This is an optimization exercise on Yosys and OpenROAD, whose aim is small area, a short achievable clock period and few clock cycles per item, not a production implementation.

==> run Z: inputs <==
==> flow/design.v <==
package ple_pkg;
	localparam logic [2:0] OP_APPEND   = 3'd0;
	localparam logic [2:0] OP_INSERT   = 3'd1;
	localparam logic [2:0] OP_READ     = 3'd2;
	localparam logic [2:0] OP_DEL_LAST = 3'd3;
	localparam logic [2:0] OP_DEL_POS  = 3'd4;
	localparam logic [1:0] ST_OK    = 2'd0;
	localparam logic [1:0] ST_EMPTY = 2'd1;
	localparam logic [1:0] ST_FULL  = 2'd2;
	localparam logic [1:0] ST_RANGE = 2'd3;
	localparam int IN_W       = 40;
	localparam int IN_USER_W  = 3;
	localparam int OUT_W      = 104;
	localparam int OUT_USER_W = 2;
endpackage
module ple_cell #(
	parameter int DATA_WIDTH = 32
) (
	input  logic                  clk,
	input  logic                  en,
	input  logic                  sel_prev,
	input  logic                  sel_next,
	input  logic                  sel_word,
	input  logic [DATA_WIDTH-1:0] word_x,     
	input  logic [DATA_WIDTH-1:0] prev_q,     
	input  logic [DATA_WIDTH-1:0] next_q,     
	output logic [DATA_WIDTH-1:0] q
);
	logic [DATA_WIDTH-1:0] d;
	assign d = ~(({DATA_WIDTH{sel_prev}} & prev_q) |
	             ({DATA_WIDTH{sel_next}} & next_q) |
	             ({DATA_WIDTH{sel_word}} & word_x));
	always_ff @(posedge clk) begin
		if (en)
			q <= d;
	end
endmodule
module positional_list_engine_core (
	input  logic          clk,
	input  logic          arst_n,
	input  logic          s_axis_tvalid,
	output logic          s_axis_tready,
	input  logic [39:0]   s_axis_tdata,
	input  logic [2:0]    s_axis_tuser,
	output logic          m_axis_tvalid,
	input  logic          m_axis_tready,
	output logic [103:0]  m_axis_tdata,
	output logic [1:0]    m_axis_tuser
);
	localparam int N = 16;
	logic        skid_v;
	logic [2:0]  skid_op;
	logic [4:0]  skid_pos;
	logic [31:0] skid_word;
	logic        cmd_v;
	logic [2:0]  op;
	logic [4:0]  pos;
	logic [31:0] word;
	assign s_axis_tready = !skid_v;
	assign cmd_v = skid_v || s_axis_tvalid;
	assign op    = skid_v ? skid_op : s_axis_tuser;
	assign pos   = skid_v ? skid_pos : s_axis_tdata[4:0];
	assign word  = skid_v ? skid_word : s_axis_tdata[36:5];
	logic        m_valid_q;
	logic [31:0] rd_q;
	logic [4:0]  cnt_q;
	logic [31:0] last_q;
	logic [1:0]  st_q;
	logic exec;
	assign exec = cmd_v && (!m_valid_q || m_axis_tready);
	logic is_app, is_ins, is_rd, is_dl, is_dp;
	logic full, empty, one, pos_ge_n, pos_ge_n1;
	logic ins, del, rd_ok;
	logic [1:0] st_d;
	logic [4:0] cnt_d;
	assign is_app = (op == ple_pkg::OP_APPEND);
	assign is_ins = (op == ple_pkg::OP_INSERT);
	assign is_rd  = (op == ple_pkg::OP_READ);
	assign is_dl  = (op == ple_pkg::OP_DEL_LAST);
	assign is_dp  = (op == ple_pkg::OP_DEL_POS);
	logic [N-1:0] vq;
	logic [N+1:0] vx;
	assign vx = {2'b00, vq};
	assign full      = vq[N-1];
	assign empty     = !vq[0];
	assign one       = vq[0] && !vq[1];
	assign pos_ge_n  = pos[4] || !vx[pos[3:0]];
	assign pos_ge_n1 = pos[4] || !vx[5'(pos[3:0]) + 5'd1];
	assign ins   = (is_app || is_ins) && !full;
	assign del   = (is_dl || is_dp) && !empty;
	assign rd_ok = is_rd && !empty && !pos_ge_n;
	always_comb begin
		st_d = ple_pkg::ST_OK;
		if (is_app || is_ins) begin
			if (full)
				st_d = ple_pkg::ST_FULL;
		end else if (is_rd) begin
			if (empty)
				st_d = ple_pkg::ST_EMPTY;
			else if (pos_ge_n)
				st_d = ple_pkg::ST_RANGE;
		end else if (is_dl || is_dp) begin
			if (empty)
				st_d = ple_pkg::ST_EMPTY;
		end else begin
			st_d = ple_pkg::ST_RANGE;
		end
	end
	assign cnt_d = ins ? cnt_q + 5'd1 : del ? cnt_q - 5'd1 : cnt_q;
	logic [N-1:0] gp, gn, gn1, gi, gd;
	for (genvar i = 0; i < N; i++) begin : g_ge
		assign gp[i]  = (5'(i) >= pos);
		assign gn[i]  = !vx[i];
		assign gn1[i] = !vx[i+1];
	end
	assign gi = gn | ({N{is_ins}} & gp);
	assign gd = gn1 | ({N{is_dp}} & gp);
	logic [31:0] ent_q [N];
	logic [31:0] ent   [N];
	for (genvar i = 0; i < N; i++) begin : g_cell
		assign ent[i] = (i % 2 == 1) ? ~ent_q[i] : ent_q[i];
	end
	logic sw0, sn0;
	assign sw0 = ins && gi[0];
	assign sn0 = del && gd[0];
	always_ff @(posedge clk or negedge arst_n) begin
		if (!arst_n)
			ent_q[0] <= '0;
		else if (exec && (sw0 || sn0))
			ent_q[0] <= sw0 ? word : (one ? 32'd0 : ent[1]);
	end
	for (genvar i = 1; i < N; i++) begin : g_row
		logic sp, sn, sw, en;
		logic [31:0] nq;
		assign sp = ins && gi[i-1];
		assign sw = ins && gi[i] && !gi[i-1];
		if (i == N - 1) begin : g_tail
			assign sn = 1'b0;
			assign nq = '0;
			assign en = exec && ins && gi[i];
		end else begin : g_body
			assign sn = del && gd[i];
			assign nq = ent_q[i+1];
			assign en = exec && ((ins && gi[i]) || (del && gd[i]));
		end
		ple_cell #(.DATA_WIDTH(32)) u_cell (
			.clk      (clk),
			.en       (en),
			.sel_prev (sp),
			.sel_next (sn),
			.sel_word (sw),
			.word_x   ((i % 2 == 1) ? word : ~word),
			.prev_q   (ent_q[i-1]),
			.next_q   (nq),
			.q        (ent_q[i])
		);
	end
	logic [3:0]  la;
	logic [31:0] look;
	logic [4:0]  nm2;
	assign nm2  = cnt_q - 5'd2;
	assign la   = is_rd ? pos[3:0] : nm2[3:0];
	assign look = ent[la];
	logic [31:0] rd_d, last_d;
	assign rd_d = rd_ok ? look : 32'd0;
	always_comb begin
		last_d = last_q;
		if (del && one)
			last_d = '0;
		else if (ins && (is_app || pos_ge_n))
			last_d = word;
		else if (del && (is_dl || pos_ge_n1))
			last_d = look;
	end
	always_ff @(posedge clk or negedge arst_n) begin
		if (!arst_n) begin
			skid_v    <= 1'b0;
			m_valid_q <= 1'b0;
			cnt_q     <= '0;
			vq        <= '0;
			last_q    <= '0;
		end else begin
			skid_v <= cmd_v && !exec;
			if (exec)
				m_valid_q <= 1'b1;
			else if (m_axis_tready)
				m_valid_q <= 1'b0;
			if (exec) begin
				cnt_q  <= cnt_d;
				last_q <= last_d;
				if (ins)
					vq <= {vq[N-2:0], 1'b1};
				else if (del)
					vq <= {1'b0, vq[N-1:1]};
			end
		end
	end
	always_ff @(posedge clk) begin
		if (!skid_v) begin
			skid_op   <= s_axis_tuser;
			skid_pos  <= s_axis_tdata[4:0];
			skid_word <= s_axis_tdata[36:5];
		end
		if (exec) begin
			rd_q <= rd_d;
			st_q <= st_d;
		end
	end
	assign m_axis_tvalid = m_valid_q;
	assign m_axis_tdata  = {3'b000, last_q, ent_q[0], cnt_q, rd_q};
	assign m_axis_tuser  = st_q;
endmodule
==> flow/run.sh <==
#!/bin/bash
# synth_recipe.tcl (not shown) runs the flow's synth.tcl, then flattens the netlist and writes it again
# the make line also repeats each setting of config.mk as NAME=value (left out here)
make -C /OpenROAD-flow-scripts/flow DESIGN_CONFIG=/design/flow/config.mk WORK_HOME=/design/flow/orfs CLKGATE_MAP_FILE= SYNTH_SCRIPT=/design/flow/synth_recipe.tcl finish
==> flow/config.mk <==
export PLATFORM = sky130hd
export DESIGN_NAME = positional_list_engine_core
export DESIGN_NICKNAME = positional_list_engine_core
export VERILOG_FILES = /design/flow/design.v
export SDC_FILE = /design/flow/constraint.sdc
export NUM_CORES = 4
export LEC_CHECK = 0
export CAP_MARGIN = 20
export CORE_MARGIN = 2
export CORE_UTILIZATION = 35
export SETUP_SLACK_MARGIN = 3.5
export SLEW_MARGIN = 20
==> flow/constraint.sdc <==
create_clock -name core_clock -period 6.0 [get_ports {clk}]
set_input_delay 1.2000 -clock core_clock [delete_from_list [all_inputs] [get_ports {clk}]]
set_output_delay 1.2000 -clock core_clock [all_outputs]
set_load 0.01 [all_outputs]
==> inputs of run A, as changes to run Z <==
- CORE_UTILIZATION: 35 -> 40
- SETUP_SLACK_MARGIN: 3.5 -> default
==> results.txt <==
Horizontal extent of the die: run A 288 um; run Z 308 um
Gp weighted congestion: run A 1.02; run Z 1.04
Die outline height: run A 288 um; run Z 308 um
Post-CTS Setup Repair Bufs: run A 0; run Z 471
Worst Setup Slack post-DPL: run A 0.780 ns; run Z 0.910 ns
Cts bufs inserted: run A 73; run Z 72
Simple-gate share of the synthesized area: run A 7.92%; run Z 7.92%
Detailed Place HPWL: run A 106 mm; run Z 111 mm
Starting density of the core: run A 40.2%; run Z 35.2%
Run status: run A finished clean; run Z stopped before the end
Stage where the flow stopped: run A -; run Z 5_1_grt
Placed cell count: run A 3747; run Z 3868
Number of resized instances in the post-cts repair step: run A 0; run Z 1191
Row count: run A 104; run Z 111
Placement-stage cell area: run A 36000 um2; run Z 36800 um2
Function was not checked in any run of this note: the RTL went through the layout flow alone.

[port drivers added, routing unchanged]
No port has a modelled driver above. Below, the same layout with a new extraction and two added sets of constraints.
Step 1 sets driving cells, clkbuf_16 on the clock port and buf_2 on the other inputs (assumed; they add their load-dependent delay and slew).
Step 2 adds t to the input delays and takes it off the output delays; t is the mean of the earliest and latest rising clock arrival at the registers after step 1. Input paths then give back, and output paths get back, about the clock's delay inside the block.
Slacks: ideal / step 1 / step 2; pairs: ideal / step 1.
run: run A
shift t [ns]: 0.703
setup slack, ns: 0.956 / 0.997 / 0.294
worst setup path after step 2: input to register
After both steps setup and hold are still met in run A. For run A, drivers alone change the setup slack by +0.041 ns; drivers and shift together by -0.662 ns.
